Background: an optimization exercise with open tools, aiming at small area and a short achievable clock period. Do not read the settings as production practice.
Function was checked by simulation only, so behaviour that the tests miss may differ from the original.
Power figures rest on the tool's default switching activity, not on a simulated workload.

## run.sh

```bash
#!/bin/bash
# synth_recipe.tcl (not shown) runs the flow's synth.tcl, then flattens the netlist and writes it again
# the make line also repeats each setting of config.mk as NAME=value (left out here)
make -C /OpenROAD-flow-scripts/flow DESIGN_CONFIG=/design/flow/config.mk WORK_HOME=/design/flow/orfs CLKGATE_MAP_FILE= SYNTH_SCRIPT=/design/flow/synth_recipe.tcl finish
```

## config.mk

```make
export PLATFORM = sky130hd
export DESIGN_NAME = frame_writer
export DESIGN_NICKNAME = frame_writer
export VERILOG_FILES = /design/flow/design.v
export SDC_FILE = /design/flow/constraint.sdc
export NUM_CORES = 4
export LEC_CHECK = 0
export CAP_MARGIN = 20
export CORE_MARGIN = 2
export CORE_UTILIZATION = 40
export SLEW_MARGIN = 20
```

## constraint.sdc

```tcl
create_clock -name core_clock -period 10.0 [get_ports {clk}]
set_input_delay 2.0000 -clock core_clock [delete_from_list [all_inputs] [get_ports {clk}]]
set_output_delay 2.0000 -clock core_clock [all_outputs]
set_load 0.01 [all_outputs]
```

## design.v

```verilog
module frame_writer #(
  parameter int ROWS = 10,
  parameter int COLS = 20,
  parameter int DW   = 12,
  parameter int AW   = 10
)(
  input  logic          clk,
  input  logic          rst_n,
  input  logic          start,
  input  logic          in_valid,
  output logic          in_ready,
  input  logic [DW-1:0] in_data,
  input  logic [AW-1:0] rd_x,
  input  logic [AW-1:0] rd_y,
  output logic [DW-1:0] rd_data,
  output logic [AW-1:0] wr_x,
  output logic [AW-1:0] wr_y,
  output logic          busy,
  output logic          done
);
  localparam int XW = ROWS > 1 ? $clog2(ROWS) : 1;
  localparam int YW = COLS > 1 ? $clog2(COLS) : 1;
  localparam logic [AW-1:0] LAST_X = AW'(ROWS - 1);
  localparam logic [AW-1:0] LAST_Y = AW'(COLS - 1);
  typedef enum logic [1:0] {IDLE, FILL, DONE} state_t;
  state_t state, state_n;
  logic [AW-1:0] x_n, y_n;
  logic [DW-1:0] mem [ROWS][COLS];
  logic accept, last_col, last_row;
  assign busy     = state == FILL;
  assign in_ready = busy;
  assign done     = state == DONE;
  assign accept   = in_valid && busy;
  assign last_col = wr_y == LAST_Y;
  assign last_row = wr_x == LAST_X;
  always_comb begin
    state_n = state;
    x_n = wr_x;
    y_n = wr_y;
    case (state)
      IDLE: if (start) begin
        state_n = FILL;
        x_n = '0;
        y_n = '0;
      end
      FILL: if (accept) begin
        state_n = last_col && last_row ? DONE : FILL;
        x_n = last_col ? (last_row ? '0 : wr_x + 1'b1) : wr_x;
        y_n = last_col ? '0 : wr_y + 1'b1;
      end
      default: state_n = IDLE;
    endcase
  end
  always_ff @(posedge clk or negedge rst_n)
    if (!rst_n) begin
      state <= IDLE;
      wr_x <= '0;
      wr_y <= '0;
    end else begin
      state <= state_n;
      wr_x <= x_n;
      wr_y <= y_n;
    end
  always_ff @(posedge clk)
    if (accept) mem[wr_x[XW-1:0]][wr_y[YW-1:0]] <= in_data;
  assign rd_data = ({1'b0, rd_x} < (AW+1)'(ROWS) && {1'b0, rd_y} < (AW+1)'(COLS))
                   ? mem[rd_x[XW-1:0]][rd_y[YW-1:0]] : '0;
endmodule
```

==> notes.md <==
## cells by family (layout without fill, tap and decap cells)
kind of cell	after synthesis	after routing	synth area share
buffers and inverters	285	837	0.0224
AOI/OAI and AO/OA	478	478	0.0365
xor gates and xnor gates	24	24	0.00220
and+or+nand+nor	513	513	0.0232
adders and majority gates	23	23	0.00333
other	0	2	0
muxes	838	838	0.152
DFF	2422	2422	0.760
## cell type report
class,instances,area (um^2)
antenna,2,5.00
clock buffer,293,6140
clock inverter,145,1280
fill,19779,129000
inverter,14,65.1
multi-input combinational,1876,21000
sequential,2422,72600
tap,3167,3960
timing repair buffer,385,3430
## per-layer routing
layer	part of all wire	routed length (um)	GRT usage	vias up
met4	0.041	10600	0.0838	0
met3	0.074	19500	0.0359	440
met2	0.49	127000	0.342	2215
met5	0	0	0	-
met1	0.40	105000	0.291	25966
li1	-	-	-	19939
## cells in the final DEF, fill, tap and decap left out, types with 49 or more instances in the layout
cell	instances
nand2_1	109
a221oi_1	120
clkinv_2	49
clkbuf_1	56
mux4_2	469
clkdlybuf4s50_1	54
mux2i_1	347
o21ai_0	90
clkbuf_16	237
nor2_1	204
buf_4	288
clkinv_1	57
edfxtp_1	2400
a21oi_1	68
## power groups by stage
stage                     clock network [mW]  logic (mW)  registers [mW]
after global placement                     0        2.38            11.6
after CTS                               8.72        2.43            11.3
after global routing                    9.11        2.53            11.3
final                                   8.59        2.46            11.3
after floorplan                            0        1.23            11.6
after detailed placement                   0        2.42            11.6
## metrics by stage
stage	setup slack, ns	util	power [mW]	instance area, um^2
detailed placement	0.820	0.425	14.0	101000
global placement	0.419	0.425	13.9	101000
CTS	0.819	0.457	22.5	108000
global route	0.664	0.457	23.0	109000
finish	0.728	0.457	22.4	109000
floorplan	3.28	-	12.8	95500
## sequential cells by signal (all words and copies together) (netlist names)
name,cells
mem,2400
state,2
wr_x,10
wr_y,10
## path summary, 6_finish.rpt
kind,to,depth (start not counted),slack (ns)
max in group asynchronous,wr_y[1],1,8.54
worst max register to register,mem[182][7],10,5.20
worst min register to register,wr_x[9],2,0.57
worst min-delay path,wr_x[9],2,0.57
min in group asynchronous,wr_y[9],1,1.10
worst max-delay path,rd_data[0],14,0.73
## worst max-delay path, delay by kind of cell
family	cells	cell delay, ns
AOI/OAI and AO/OA	3	1.27
and+or+nand+nor	2	0.26
buffers and inverters	6	2.20
muxes	1	0.33
adders and majority gates	2	1.16
==> results_dict.tcl <==
set metrics [dict create \
    clockRootBuffer "clkbuf_16" \
    max_stage_delay_ns 0.95 \
    cts_made_buffers 235 \
    coreArea_um2 238000 \
    clock_power_share 0.384 \
    cp.required_ns 8.00 \
    synth_nets 4642 \
    synth-main-ff-cell "edfxtp_1" \
    clock_latency_ns 0.90 \
    cts_tree "yes" \
    drtIter0Drc 6248 \
    comb_power_share 0.110 \
    drtAntennaViolNets 0 \
    synthTopCellsByCount "edfxtp_1 (2400), mux4_2 (469), mux2i_1 (347)" \
    path_max_fanout 32 \
    routed_via_density 5.85 \
    p_sw_frac 0.252 \
    cp-end-kind "output port" \
    cp-startpoint "rd_x[0]" \
    rows 179 \
    groute.usage.overall 0.213 \
    first_pass_iters 6 \
    cts_hold_buf 0 \
    cp_slowest_cell "fa_4" \
    grt_pass1_vias 47680 \
    start_util 0.402 \
    clock_path_buffers 3 \
    period_share 0.927 \
    yosysWarnings 1 \
    nNetsFinal 4993 \
    peakVddDrop_uv 162 \
    yosysTopAreaCell "edfxtp_1" \
    max_freq_mhz 108 \
    synthCells 4583 \
    die_area_um2 243000 \
    grt_pass1_wl_mm 369 \
    post_drt_wl_per_cell_um 31.5 \
    finalSetupTns_ns 0 \
    synth-seq-area-share 0.760 \
    hp-class "reg -> reg" \
    p_per_area_nw_per_um2 206 \
    hpwl_mm 161 \
    p_int_mw 16.8 \
    wl_mm 262 \
    slew_headroom 0.242 \
    ctsResizeCount 0 \
    cts_sinks 2422 \
    slew_viol_final 0 \
    whs_ns 0.574 \
    yosysMostFrequentCell "edfxtp_1" \
    synth_area_um2 95500 \
    finalWeightedCongestion 0.893 \
    numPortBuffers 70 \
    ioPinCount 71 \
    vias 48560 \
    hold_viol 0 \
    crit_path_start_kind "input port" \
    antenna_found_initial 7 \
    synthTopCellsByArea "edfxtp_1 (75%), mux4_2 (11%), mux2i_1 (3.6%)" \
    async_reset_ff_frac 0.00908 \
    drc 0 \
    worst_pin_slew_ns 1.14 \
    p_sw_mw 5.64 \
    crit-reg2reg-launch "wr_x[1]" \
    p_seq_frac 0.507 \
    leakage_nw 34.7 \
    synth.distinct_cells 74 \
    synth_edf_count 2400 \
    crit_type "in -> out" \
    synth_top_area_frac 0.754 \
    dpl.cell_count 7863 \
    die_w_um 493 \
    worst-endpoint-arrival_ns 7.27 \
    htree_levels 4 \
    hp-start "state[1]" \
    rsz0062_at_grt "no" \
    syn_avg_cell_area_um2 20.8 \
    finalSetupViolations 0 \
    synth-seq-cells 2422 \
    skew_ns 0.0268 \
    area_delta_synth_final_pct 13.6 \
    fin_cells 8304 \
    path_cells "clkdlybuf4s50_1, ha_4, inv_1, fa_4, inv_8, buf_4, mux4_2, nand2_1, and3_1, a311oi_1, buf_4, a31oi_1, o22ai_1, clkdlybuf4s50_1" \
    fp.dieH_um 493 \
    grt_overflow 0 \
    grt_start_max_net_pins 134 \
    status "complete, no violations" \
    fin_crit_ns 9.27 \
    drv_cap 0 \
    drive_above_1_share 0.234 \
    clkSlewWorstSetupHoldPaths_ns 0.06 \
    post_cts.repair.setup_buffers 0 \
]

==> static timing again, ports no longer ideal <==
The flow's constraints put no driver on any port. The routed layout listed below was extracted and timed again, unchanged, in two steps.
Step 1, drivers: a clkbuf_16 drives clk and a buf_2 each remaining input, both assumed.
Step 2 also shifts input and output timing later by t, the mid clock arrival at the registers, as if the neighbouring blocks saw the same clock.
Slacks: no drivers / after step 1 / after step 2; pairs: no drivers / after step 1.
shift t [ns]: 0.960
setup WS [ns]: 0.728 / 0.701 / 0.701
worst register clock-pin slew, ns: 0.07 / 0.07
After both steps this run still meets setup and hold. The setup slack of this run moves by -0.027 ns with the drivers and by -0.027 ns with both steps.
